This is an optimization exercise on Yosys and OpenROAD, whose aim is small area and a short achievable clock period, not a production implementation. Only simulation tests tie the RTL to the original design; equivalence was not proved. Power figures rest on the tool's default switching activity, not on a simulated workload.

File: flow/run.sh
#!/bin/bash
# synth_recipe.tcl (not shown) runs the flow's synth.tcl, then flattens the netlist and writes it again
# the make line also repeats each setting of config.mk as NAME=value (left out here)
make -C /OpenROAD-flow-scripts/flow DESIGN_CONFIG=/design/flow/config.mk WORK_HOME=/design/flow/orfs CLKGATE_MAP_FILE= SYNTH_SCRIPT=/design/flow/synth_recipe.tcl finish
File: flow/config.mk
export PLATFORM = sky130hd
export DESIGN_NAME = xillybus_apfifo_bridge
export DESIGN_NICKNAME = xillybus_apfifo_bridge
export VERILOG_FILES = /design/flow/design.v
export SDC_FILE = /design/flow/constraint.sdc
export NUM_CORES = 4
export LEC_CHECK = 0
export CAP_MARGIN = 20
export CORE_MARGIN = 2
export CORE_UTILIZATION = 40
export SLEW_MARGIN = 20
File: flow/constraint.sdc
create_clock -name core_clock -period 5.0 [get_ports {bus_clk}]
set_input_delay 1.0000 -clock core_clock [delete_from_list [all_inputs] [get_ports {bus_clk}]]
set_output_delay 1.0000 -clock core_clock [all_outputs]
set_load 0.01 [all_outputs]
File: flow/design.v
module xillybus_apfifo_bridge #(
   parameter int DATA_W = 128,
   parameter int ADDR_W = 4
) (
   input  logic              bus_clk,
   input  logic              reset,
   input  logic              user_w_write_128_wren,
   input  logic [DATA_W-1:0] user_w_write_128_data,
   output logic              user_w_write_128_full,
   input  logic              user_w_write_128_open,
   input  logic              user_r_read_128_rden,
   output logic [DATA_W-1:0] user_r_read_128_data,
   output logic              user_r_read_128_empty,
   output logic              user_r_read_128_eof,
   input  logic              user_r_read_128_open,
   output logic [DATA_W-1:0] in_dout,
   output logic              in_empty_n,
   input  logic              in_read,
   output logic              in_closed,
   input  logic [DATA_W-1:0] out_din,
   output logic              out_full_n,
   input  logic              out_write,
   input  logic              out_last,
   output logic              overflow
);
   localparam int                DEPTH    = 1 << ADDR_W;
   localparam logic [ADDR_W:0]   FULL_CNT = (ADDR_W + 1)'(DEPTH);
   localparam logic [ADDR_W:0]   CNT_ONE  = (ADDR_W + 1)'(1);
   localparam logic [ADDR_W-1:0] PTR_ONE  = ADDR_W'(1);
   typedef enum logic [1:0] {
      RD_CLOSED = 2'd0,
      RD_STREAM = 2'd1,
      RD_DRAIN  = 2'd2,
      RD_EOF    = 2'd3
   } rd_state_t;
   logic [DATA_W-1:0] mem_a [DEPTH];
   logic [ADDR_W-1:0] wptr_a, rptr_a;
   logic [ADDR_W:0]   cnt_a;
   logic              full_a, empty_a, push_a, pop_a, drop_a;
   assign full_a  = (cnt_a == FULL_CNT);
   assign empty_a = (cnt_a == '0);
   assign pop_a   = in_read && !empty_a;
   assign push_a  = user_w_write_128_wren && (!full_a || pop_a);
   assign drop_a  = user_w_write_128_wren && !push_a;
   always_ff @(posedge bus_clk) begin
      if (push_a) mem_a[wptr_a] <= user_w_write_128_data;
   end
   always_ff @(posedge bus_clk) begin
      if (reset) begin
         wptr_a <= '0;
         rptr_a <= '0;
         cnt_a  <= '0;
      end else begin
         if (push_a) wptr_a <= wptr_a + PTR_ONE;
         if (pop_a)  rptr_a <= rptr_a + PTR_ONE;
         case ({push_a, pop_a})
            2'b10:   cnt_a <= cnt_a + CNT_ONE;
            2'b01:   cnt_a <= cnt_a - CNT_ONE;
            default: cnt_a <= cnt_a;
         endcase
      end
   end
   assign user_w_write_128_full = full_a;
   assign in_dout               = mem_a[rptr_a];
   assign in_empty_n            = !empty_a;
   assign in_closed             = !user_w_write_128_open && empty_a;
   logic [DATA_W-1:0] mem_b [DEPTH];
   logic [ADDR_W-1:0] wptr_b, rptr_b;
   logic [ADDR_W:0]   cnt_b;
   logic              full_b, empty_b;
   logic              push_b, pop_b, drop_b, flush_b;
   logic [DATA_W-1:0] rd_data_q;
   logic              eof_q;
   rd_state_t         state, state_nxt;
   assign full_b  = (cnt_b == FULL_CNT);
   assign empty_b = (cnt_b == '0);
   always_comb begin
      state_nxt  = state;
      out_full_n = 1'b0;
      push_b     = 1'b0;
      pop_b      = 1'b0;
      drop_b     = 1'b0;
      flush_b    = 1'b0;
      case (state)
         RD_CLOSED: begin
            out_full_n = 1'b1;
            if (user_r_read_128_open) state_nxt = RD_STREAM;
         end
         RD_STREAM: begin
            out_full_n = !full_b;
            push_b     = out_write && !full_b;
            drop_b     = out_write && full_b;
            pop_b      = user_r_read_128_rden && !empty_b;
            if (push_b && out_last) state_nxt = RD_DRAIN;
         end
         RD_DRAIN: begin
            pop_b = user_r_read_128_rden && !empty_b;
            if (empty_b) state_nxt = RD_EOF;
         end
         RD_EOF: begin
            state_nxt = RD_EOF;
         end
         default: begin
            state_nxt = RD_CLOSED;
         end
      endcase
      if (!user_r_read_128_open) begin
         state_nxt = RD_CLOSED;
         flush_b   = 1'b1;
         push_b    = 1'b0;
         pop_b     = 1'b0;
         drop_b    = 1'b0;
      end
   end
   always_ff @(posedge bus_clk) begin
      if (push_b) mem_b[wptr_b] <= out_din;
   end
   always_ff @(posedge bus_clk) begin
      if (reset) begin
         state     <= RD_CLOSED;
         wptr_b    <= '0;
         rptr_b    <= '0;
         cnt_b     <= '0;
         rd_data_q <= '0;
         eof_q     <= 1'b0;
      end else begin
         state <= state_nxt;
         eof_q <= (state_nxt == RD_EOF);
         if (flush_b) begin
            wptr_b <= '0;
            rptr_b <= '0;
            cnt_b  <= '0;
         end else begin
            if (push_b) wptr_b <= wptr_b + PTR_ONE;
            if (pop_b) begin
               rptr_b    <= rptr_b + PTR_ONE;
               rd_data_q <= mem_b[rptr_b];
            end
            case ({push_b, pop_b})
               2'b10:   cnt_b <= cnt_b + CNT_ONE;
               2'b01:   cnt_b <= cnt_b - CNT_ONE;
               default: cnt_b <= cnt_b;
            endcase
         end
      end
   end
   assign user_r_read_128_data  = rd_data_q;
   assign user_r_read_128_empty = empty_b;
   assign user_r_read_128_eof   = eof_q;
   always_ff @(posedge bus_clk) begin
      if (reset)                 overflow <= 1'b0;
      else if (drop_a || drop_b) overflow <= 1'b1;
   end
endmodule
==> metrics.csv <==
stage;metric;value;unit
run_status;status;no timing/DRC/antenna violations;
worst_setup_path;reg2reg start;cnt_b[0]$_SDFFE_PP0P_;
sta;Worst slew margin;20.8;%
yosys;synthesized instance count;6676;
grt;grt total ovfl;0;
detailed_routing;Residual DRC;0;
job;max_cap viols;0;
power;leak pwr;56.6;nW
die;die area;404000;sq um
worst_setup_path;CP required;4000;ps
layout;multi-input combinational cell area;32100;sq um
worst_setup_path;R2R Setup Slk;1720;ps
worst_setup_path;crit path capture type;output pin;
detailed_routing;top routing layer in use;met5;
clock_tree;clock latency on the worst-skew pair;970;ps
power;maximum vdd drop;0.336;mV
layout;Layout Nets;7854;
detailed_routing;met2 WL;191;mm
grt;gr usage total;18.6;%
detailed_routing;routed len/inst;28.9;um
clock_tree;CTS clk-pin slew, worst paths;60;ps
power;power density cells;429;nW/um^2
detailed_routing;M1 wire length;158;mm
yosys;ys flop type;edfxtp_1;
sta;hold slack;458;ps
min_path;worst hold path type;reg -> reg;
power;Overall Power;81.0;mW
worst_setup_path;FF-to-FF End;rd_data_q[46]$_SDFFE_PP0P_;
detailed_routing;total wire length;382;mm
sta;final hold vios;0;
placement;cell count after placement;12400;
sta;Setup Skew;74.0;ps
worst_setup_path;kind of critical path;reg -> out;
detailed_routing;vias;73200;
grt;vias in the first global route;76700;
placement;Setup WS pre-CTS;858;ps
clock_tree;clk buf depth;4;
detailed_routing;met3 wire length;22.5;mm
yosys;FFs w/ async S/R, synth;0;%
min_path;hold path endpoint;rd_data_q[14]$_SDFFE_PP0P_;
layout;post-layout util;47.4;%
worst_setup_path;CP Launch Type;register;
layout;register area;126000;sq um
detailed_routing;vias per inst;5.53;
clock_tree;CTS tree;done;
sta;Final period util;96.6;%
clock_tree;H-tree depth;5;
yosys;post-synth net total;6966;
detailed_routing;DRT Pass-1 Iters;5;
layout;area grow syn2layout;18.1;%
layout;layout cell share with drive strength beyond 1;26.2;%
die;Rows;232;
clock_tree;# clock sinks;4258;
yosys;Synth Register Bits;4258;
sta;FMAX;0.207;GHz
sta;final worst setup slack;169;ps
sta;setup_tns;0;ps
die;Core ar.;398000;sq um
grt;initial antenna violation count;78;
sta;Final Max Slew Viols;0;
placement;Buffers on Ports;527;
detailed_routing;post-route ant nets;0;
worst_setup_path;Reg2Reg Depth;6;
placement;Area after DPL;174000;sq um
layout;Layout Cells excl Fill;13200;
die;I/O Pins;528;
clock_tree;Num CTS Buffers;426;
sta;slew at the pin with the worst max-slew slack;1190;ps
placement;Placer Congestion;0.756;
sta;setup violators final;0;
yosys;Yosys Warn Count;1;
clock_tree;Root Buffer;clkbuf_16;
min_path;hold_sp;rd_data_q[14]$_SDFFE_PP0P_;
yosys;Netlist cell types;39;
placement;DP Wirelength;215;mm
min_path;cell count of the worst hold path;1;
worst_setup_path;Critical Path AT;3830;ps
yosys;Avg Synthesized Cell Area;23.9;sq um
layout;Finished Cell Area;189000;sq um
die;die height;636;um
sta;RSZ-0062 raised after global routing;no;
die;starting density of the core;40.1;%
yosys;post-synthesis sequential area ratio;79.1;%
yosys;Synth Cell Area;160000;sq um
yosys;number of synthesized flops with an enable pin;4096;
grt;largest net degree at the start of global routing;85;
sta;Final min period;4830;ps
worst_setup_path;Max FO, Critical Path;23;
detailed_routing;DRT iter0 DRCs;6631;
die;die width;636;um
layout;filler cell count;32000;
grt;first-pass GRT wire length;553;mm
layout make-up:
type | count | share of cell area, %
diodes | 29 | 0.0385
repair buffers | 816 | 4.92
clock buffers | 535 | 6.01
well taps | 5265 | 3.49
clock inverters | 264 | 1.55
inverters | 20 | 0.0398
multi-input cells | 2042 | 17.0
flip-flops and latches | 4258 | 66.9
sequential cells by signal, indices dropped and copies added (netlist names), 5 cells and up, named ones only:
name / count
cnt_b: 5
mem_a: 2048
rd_data_q: 128
cnt_a: 5
mem_b: 2048
synthesized netlist by cell type, types with 3 or more instances:
master / n / share of area (%)
a211oi_1: 64 / 0.30
a21o_1: 9 / 0.042
a21oi_1: 75 / 0.24
buf_1: 33 / 0.078
buf_2: 140 / 0.44
buf_4: 15 / 0.071
buf_6: 4 / 0.028
clkbuf_1: 164 / 0.39
dfxtp_1: 162 / 2.0
edfxtp_1: 4096 / 77
ha_1: 23 / 0.18
inv_1: 20 / 0.047
mux2i_1: 322 / 2.0
mux4_2: 1091 / 15
nand2_1: 140 / 0.33
nand2b_1: 8 / 0.031
nand3_1: 6 / 0.019
nand4_1: 4 / 0.016
nor2_1: 58 / 0.14
nor2b_1: 66 / 0.26
nor3_1: 9 / 0.028
o21ai_0: 3 / 0.0094
o221ai_1: 123 / 0.67
o22ai_1: 5 / 0.020
xnor2_1: 7 / 0.038
xor2_1: 10 / 0.055
worst max-delay path, cell delays in order, from the launching register on:
cell and delay [ps]:
dfxtp_4 530, buf_4 470, mux4_2 310, nor2b_1 130, a211oi_1 60, a21oi_1 640
clkdlybuf4s50_1 690
cell families (layout without fill, tap and decap cells):
kind of cell	after synthesis	count (layout)	share of synthesized area, %
other	0	29	0
flip-flops	4258	4258	79.1
adder cells (fa/ha/maj)	25	25	0.205
multiplexers	1413	1413	17.4
AND/OR/NAND/NOR	299	299	0.870
AO/OA/AOI/OAI	288	288	1.33
XOR/XNOR	17	17	0.0932
buffers and inverters	376	1635	1.05
layer usage:
| layer | global-route usage, % | up-vias |
|---|---|---|
| li1 | - | 30500 |
| met1 | 25.2 | 39700 |
| met2 | 31.4 | 2319 |
| met3 | 3.20 | 617 |
| met4 | 4.75 | 60 |
| met5 | 0 | - |
repair_timing:
| item | 4_1_cts | 5_1_grt |
|---|---|---|
| hold buffers | 0 | 0 |
| setup buffers | 1 | 0 |
| endpoints found under the hold margin | 0 | 0 |
| setup endpoints to repair | 2 | 1 |
| pin swaps | 0 | 0 |
| resized for setup | 0 | 1 |
worst max path at each step:
stage                                     from                       to  slack [ps]  cells past startpoint
after floorplan                        in_read   mem_a[10][0]$_DFFE_PP_        -350                      4
after global placement    user_r_read_128_open    cnt_b[4]$_SDFFE_PP0P_         720                     11
after detailed placement  user_r_read_128_open  mem_b[13][68]$_DFFE_PP_         860                      6
after CTS                             register              in_dout[64]          30                      6
after global routing                  register              in_dout[43]          10                      7
final                                 register             in_dout[122]         170                      6
cell usage in the layout (no fill, tap or decap), drive strengths merged, types with 2 or more instances in the layout:
master         synthesis  routed
clkbuf               164     535
dfxtp                162     162
bufinv                 0      51
or3                    2       2
nor3                   9       9
nor4                   2       2
inv                   20      38
a21o                   9       9
diode                  0      29
clkinvlp               0      17
ha                    23      23
o221ai               123     123
nor2                  58      58
a31oi                  2       2
nand2                140     140
nand3                  6       6
xor2                  10      10
o21ai                  3       3
fa                     2       2
mux4                1091    1091
and2                   2       2
a211oi                64      64
xnor2                  7       7
nor2b                 66      66
clkdlybuf4s50          0     527
edfxtp              4096    4096
a21oi                 77      77
o22ai                  5       5
clkinv                 0     178
mux2i                322     322
buf                  192     289
nand2b                 8       8
nand4                  4       4
power by group:
| group | switching (mW) | total [mW] | internal (mW) |
|---|---|---|---|
| clock network | 13.5 | 32.3 | 18.8 |
| logic | 4.37 | 9.08 | 4.71 |
| registers | 0.161 | 39.6 | 39.5 |
| total | 18.0 | 81.0 | 62.9 |

re-timing with driven ports:
The flow's constraints put no driver on any port. The routed layout listed below was extracted and timed again, unchanged, in two steps. Step 1 assumes that a clkbuf_16 drives the clock port and a buf_2 every other input. Step 2 also shifts input and output timing later by t, the mid clock arrival at the registers, as if the neighbouring blocks saw the same clock. Slacks: ideal / step 1 / step 2; pairs: ideal / step 1.
t (ns): 1.038
slack for setup (ns): 0.169 / 0.066 / 0.869
hold slack, ns: 0.458 / 0.458 / 0.458
slew at the worst register clock pin (ns): 0.07 / 0.07
cell pins on the clock port's net: 1
After both steps this run still meets setup and hold. The setup slack of this run moves by -0.103 ns with the drivers and by +0.700 ns with both steps.
